This is an optimization exercise on Yosys and OpenROAD, whose aim is small area, not a production implementation.
The RTL was checked by simulation tests, not by an equivalence proof against the original design.
Power figures rest on the tool's default switching activity, not on a simulated workload.

==> flow/design.v <==
package router_pkg;
    localparam int FLIT_W    = 64;
    localparam int HOP_W     = 4;
    localparam int NUM_PORTS = 5;
    typedef logic [FLIT_W-1:0] flit_t;
    typedef enum logic [2:0] {
        PORT_UP    = 3'd0,
        PORT_DOWN  = 3'd1,
        PORT_LEFT  = 3'd2,
        PORT_RIGHT = 3'd3,
        PORT_PE    = 3'd4
    } port_e;
    typedef logic [NUM_PORTS-1:0] port_vec_t;
    typedef enum logic {
        VC_EVEN = 1'b0,
        VC_ODD  = 1'b1
    } vc_e;
endpackage
`timescale 1ns/1ps
module input_vc_buffer (
    input  logic              clk,
    input  logic              reset,
    input  logic              send_i,
    input  router_pkg::flit_t data_i,
    input  logic              clear_i,
    output logic              ready_o,
    output router_pkg::flit_t data_o,
    output logic              valid_o
);
    logic              int_v, ext_v, ext_n;
    router_pkg::flit_t int_q, ext_q;
    assign ready_o = ext_n;
    assign data_o  = int_q;
    assign valid_o = int_v;
    always_ff @(posedge clk) begin
        if (reset) begin
            int_v <= 1'b0;
            ext_v <= 1'b0;
            ext_n <= 1'b1;
        end else begin
            int_v <= ext_v | send_i;
            ext_v <= int_v & ~clear_i;
            ext_n <= ~(int_v & ~clear_i);
        end
    end
    always_ff @(posedge clk) begin
        int_q <= ({router_pkg::FLIT_W{ext_v}} & ext_q) | ({router_pkg::FLIT_W{ext_n}} & data_i);
        ext_q <= int_q;
    end
endmodule
`timescale 1ns/1ps
module rr_arbiter (
    input  logic                  clk,
    input  logic                  reset,
    input  logic                  free_i,
    input  router_pkg::port_vec_t req_i,
    output router_pkg::port_vec_t gnt_o
);
    localparam int N = router_pkg::NUM_PORTS;
    logic [N-1:1]          act_q, idle_q;
    router_pkg::port_vec_t hi_req, pick;
    logic [N-1:1]          nxt;
    assign hi_req = req_i & {act_q, 1'b0};
    always_comb begin
        logic seen;
        seen = 1'b0;
        for (int i = 0; i < N; i++) begin
            pick[i] = (hi_req != '0) ? (hi_req[i] & ~seen) : (req_i[i] & ~seen);
            seen    = seen | ((hi_req != '0) ? hi_req[i] : req_i[i]);
        end
    end
    assign gnt_o = free_i ? pick : '0;
    always_comb begin
        logic below;
        below = 1'b0;
        for (int k = 1; k < N; k++) begin
            below  = below | gnt_o[k-1];
            nxt[k] = below;
        end
    end
    always_ff @(posedge clk) begin
        if (reset) begin
            act_q  <= '0;
            idle_q <= '0;
        end else begin
            act_q  <= idle_q;
            idle_q <= (gnt_o != '0) ? nxt : act_q;
        end
    end
endmodule
`timescale 1ns/1ps
module vc_switch_alloc #(
    parameter int HOP_X_LSB = 52,
    parameter int HOP_Y_LSB = 48
) (
    input  logic                  clk,
    input  logic                  reset,
    input  router_pkg::flit_t [router_pkg::NUM_PORTS-1:0] in_data_i,
    input  router_pkg::port_vec_t in_valid_i,
    input  router_pkg::port_vec_t out_free_i,
    output router_pkg::port_vec_t [router_pkg::NUM_PORTS-1:0] gnt_o,
    output router_pkg::port_vec_t out_wr_en_o,
    output router_pkg::port_vec_t in_clear_o
);
    localparam int N = router_pkg::NUM_PORTS;
    router_pkg::port_vec_t [N-1:0] tgt;
    router_pkg::port_vec_t [N-1:0] req;
    always_comb begin
        for (int i = 0; i < N; i++) begin
            logic [router_pkg::HOP_W-1:0] x_off, y_off;
            logic x_zero;
            x_off  = in_data_i[i][HOP_X_LSB +: router_pkg::HOP_W];
            y_off  = in_data_i[i][HOP_Y_LSB +: router_pkg::HOP_W];
            x_zero = (x_off == '0);
            tgt[i] = '0;
            tgt[i][router_pkg::PORT_LEFT]  = x_off[router_pkg::HOP_W-1];
            tgt[i][router_pkg::PORT_RIGHT] = ~x_off[router_pkg::HOP_W-1] & ~x_zero;
            tgt[i][router_pkg::PORT_UP]    = x_zero & y_off[router_pkg::HOP_W-1];
            tgt[i][router_pkg::PORT_DOWN]  = x_zero & ~y_off[router_pkg::HOP_W-1] & (y_off != '0);
            tgt[i][router_pkg::PORT_PE]    = x_zero & (y_off == '0);
        end
    end
    always_comb begin
        for (int o = 0; o < N; o++) begin
            for (int i = 0; i < N; i++) begin
                req[o][i] = in_valid_i[i] & tgt[i][o];
            end
        end
    end
    for (genvar o = 0; o < N; o++) begin : g_arb
        rr_arbiter u_arb (
            .clk    (clk),
            .reset  (reset),
            .free_i (out_free_i[o]),
            .req_i  (req[o]),
            .gnt_o  (gnt_o[o])
        );
    end
    always_comb begin
        for (int o = 0; o < N; o++) begin
            out_wr_en_o[o] = |gnt_o[o];
        end
        for (int i = 0; i < N; i++) begin
            in_clear_o[i] = 1'b0;
            for (int o = 0; o < N; o++) in_clear_o[i] = in_clear_o[i] | gnt_o[o][i];
        end
    end
endmodule
`timescale 1ns/1ps
module output_vc_buffer #(
    parameter int HOP_X_LSB = 52,
    parameter int HOP_Y_LSB = 48,
    parameter int PORT      = 0
) (
    input  logic              clk,
    input  logic              reset,
    input  logic              wr_en_i,
    input  router_pkg::flit_t wr_data_i,
    input  logic              ready_i,
    output logic              free_o,
    output logic              hold_o,
    output router_pkg::flit_t hold_data_o,
    output logic              send_o,
    output router_pkg::flit_t data_o
);
    logic              int_v, ext_v;
    router_pkg::flit_t int_q, ext_q;
    assign send_o      = ext_v & ready_i;
    assign free_o      = ~int_v;
    assign hold_o      = int_v;
    assign hold_data_o = int_q;
    localparam int W = router_pkg::HOP_W;
    always_comb begin
        data_o = ext_q;
        case (PORT)
            router_pkg::PORT_UP: begin
                data_o[HOP_X_LSB +: W] = '0;
                data_o[HOP_Y_LSB +: W] = {1'b1, ext_q[HOP_Y_LSB +: W-1]} + 4'd1;
            end
            router_pkg::PORT_DOWN: begin
                data_o[HOP_X_LSB +: W] = '0;
                data_o[HOP_Y_LSB +: W] = {1'b0, ext_q[HOP_Y_LSB +: W-1]} - 4'd1;
            end
            router_pkg::PORT_LEFT:
                data_o[HOP_X_LSB +: W] = {1'b1, ext_q[HOP_X_LSB +: W-1]} + 4'd1;
            router_pkg::PORT_RIGHT:
                data_o[HOP_X_LSB +: W] = {1'b0, ext_q[HOP_X_LSB +: W-1]} - 4'd1;
            default: begin
                data_o[HOP_X_LSB +: W] = '0;
                data_o[HOP_Y_LSB +: W] = '0;
            end
        endcase
    end
    always_ff @(posedge clk) begin
        if (reset) begin
            int_v <= 1'b0;
            ext_v <= 1'b0;
        end else begin
            ext_v <= int_v | wr_en_i;
            int_v <= ext_v & ~ready_i;
        end
    end
    always_ff @(posedge clk) begin
        ext_q <= wr_data_i;
        int_q <= ext_q;
    end
endmodule
`timescale 1ns/1ps
module mesh_router #(
    parameter int HOP_X_LSB = 52,
    parameter int HOP_Y_LSB = 48
) (
    input  logic                  clk,
    input  logic                  reset,
    input  router_pkg::port_vec_t send_i,
    input  logic [router_pkg::NUM_PORTS*router_pkg::FLIT_W-1:0] data_i,
    input  router_pkg::port_vec_t ready_i,
    output router_pkg::port_vec_t ready_o,
    output router_pkg::port_vec_t send_o,
    output logic [router_pkg::NUM_PORTS*router_pkg::FLIT_W-1:0] data_o,
    output logic                  polarity_o
);
    localparam int N = router_pkg::NUM_PORTS;
    router_pkg::flit_t     [N-1:0] in_data;
    router_pkg::port_vec_t         in_valid;
    router_pkg::port_vec_t         in_clear;
    router_pkg::port_vec_t         out_free;
    router_pkg::port_vec_t         out_hold;
    router_pkg::flit_t     [N-1:0] out_hold_data;
    router_pkg::port_vec_t         out_wr_en;
    router_pkg::flit_t     [N-1:0] out_wr_data;
    router_pkg::port_vec_t [N-1:0] gnt;
    always_ff @(posedge clk) begin
        if (reset) polarity_o <= router_pkg::VC_EVEN;
        else       polarity_o <= ~polarity_o;
    end
    for (genvar p = 0; p < N; p++) begin : g_port
        input_vc_buffer u_in (
            .clk     (clk),
            .reset   (reset),
            .send_i  (send_i[p]),
            .data_i  (data_i[p*router_pkg::FLIT_W +: router_pkg::FLIT_W]),
            .clear_i (in_clear[p]),
            .ready_o (ready_o[p]),
            .data_o  (in_data[p]),
            .valid_o (in_valid[p])
        );
        output_vc_buffer #(
            .HOP_X_LSB (HOP_X_LSB),
            .HOP_Y_LSB (HOP_Y_LSB),
            .PORT      (p)
        ) u_out (
            .clk         (clk),
            .reset       (reset),
            .wr_en_i     (out_wr_en[p]),
            .wr_data_i   (out_wr_data[p]),
            .ready_i     (ready_i[p]),
            .free_o      (out_free[p]),
            .hold_o      (out_hold[p]),
            .hold_data_o (out_hold_data[p]),
            .send_o      (send_o[p]),
            .data_o      (data_o[p*router_pkg::FLIT_W +: router_pkg::FLIT_W])
        );
    end
    vc_switch_alloc #(
        .HOP_X_LSB (HOP_X_LSB),
        .HOP_Y_LSB (HOP_Y_LSB)
    ) u_alloc (
        .clk         (clk),
        .reset       (reset),
        .in_data_i   (in_data),
        .in_valid_i  (in_valid),
        .out_free_i  (out_free),
        .gnt_o       (gnt),
        .out_wr_en_o (out_wr_en),
        .in_clear_o  (in_clear)
    );
    always_comb begin
        for (int o = 0; o < N; o++) begin
            out_wr_data[o] = {router_pkg::FLIT_W{out_hold[o]}} & out_hold_data[o];
            for (int i = 0; i < N; i++) begin
                out_wr_data[o] = out_wr_data[o] | ({router_pkg::FLIT_W{gnt[o][i]}} & in_data[i]);
            end
        end
    end
endmodule
==> flow/config.mk <==
export PLATFORM = sky130hd
export DESIGN_NAME = mesh_router
export DESIGN_NICKNAME = mesh_router
export VERILOG_FILES = /design/flow/design.v
export SDC_FILE = /design/flow/constraint.sdc
export NUM_CORES = 4
export LEC_CHECK = 0
export CAP_MARGIN = 10
export CORE_MARGIN = 2
export CORE_UTILIZATION = 40
export PLACE_DENSITY = 0.5
export SLEW_MARGIN = 10
==> flow/constraint.sdc <==
create_clock -name core_clock -period 6.0 [get_ports {clk}]
set_input_delay 1.2000 -clock core_clock [delete_from_list [all_inputs] [get_ports {clk}]]
set_output_delay 1.2000 -clock core_clock [all_outputs]
set_load 0.01 [all_outputs]
standard.sh (not shown) runs the stock make flow with config.mk's settings and CLKGATE_MAP_FILE= SYNTH_SCRIPT=/design/flow/synth_recipe.tcl, a recipe that flattens the netlist after the stock synthesis.
==> flow/flow/run.sh <==
#!/bin/bash
# Layout flow: the standard flow, with
# - synthesis as standard.sh runs it, except that ABC maps the logic with an
#   area-recovering script (flow/abc_area.script) instead of ORFS's,
# - the smallest buffer (buf_1) on every input and output port,
# - clock tree from clkbuf_4 (default clustering), without dummy loads.
set -euo pipefail
here=$(pwd)
rm -rf "$here/scripts_mod"
cp -r "$FLOW_HOME/scripts" "$here/scripts_mod"
cp "$here/flow/abc_area.script" "$here/scripts_mod/abc_area.script"
bash standard.sh \
  "SCRIPTS_DIR=$here/scripts_mod" \
  ABC_AREA=1 \
  "BUFFER_PORTS_ARGS=-buffer_cell sky130_fd_sc_hd__buf_1" \
  "CTS_ARGS=-sink_clustering_enable -repair_clock_nets -buf_list sky130_fd_sc_hd__clkbuf_4 -dont_use_dummy_load" \
  finish > flow_make.log 2>&1
==> flow/flow/abc_area.script <==
&get -n
&st
&syn2
&dch -f
&nf -R 1000 -C 32 -p
&put
==> next run, changes <==
--- a/flow/config.mk
+++ b/flow/config.mk
@@ -6,7 +6,7 @@
 export NUM_CORES = 4
 export LEC_CHECK = 0
-export CAP_MARGIN = 10
+export CAP_MARGIN = 0
 export CORE_MARGIN = 2
 export CORE_UTILIZATION = 40
 export PLACE_DENSITY = 0.5
-export SLEW_MARGIN = 10
+export SLEW_MARGIN = 0
=>
- sequential power stays flat
- critical path depth does not change
- utilization is unchanged
- clock skew stays the same
- clock-buffer cell count does not change
- total power stays the same
- register-to-register slack barely changes
- flip-flop and latch count is unchanged
- wire length is unchanged
- die area does not change

[static timing again, ports no longer ideal]
No port has a modelled driver above. Below, the same layouts with a new extraction and two added sets of constraints.
Step 1, drivers: a clkbuf_16 drives clk and a buf_2 each remaining input, both assumed.
Step 2 times the ports against the registers' clock, not the clock port: input delays grow and output delays shrink by t, the midpoint of the rising clock arrivals with the driver on.
a / b / c = ideal / step 1 / step 2; a / b = the first two.
run	t, ns	setup slack, ns	clock arrival spread, ns	worst register clock-pin slew, ns	worst data-port slew with drivers (ns)
the first run	1.229	1.432 / 1.432 / 1.432	0.124 / 0.124	0.07 / 0.07	0.24
the second run	1.229	1.432 / 1.432 / 1.432	0.124 / 0.124	0.07 / 0.07	0.24
After both steps setup and hold are still met in every run listed.
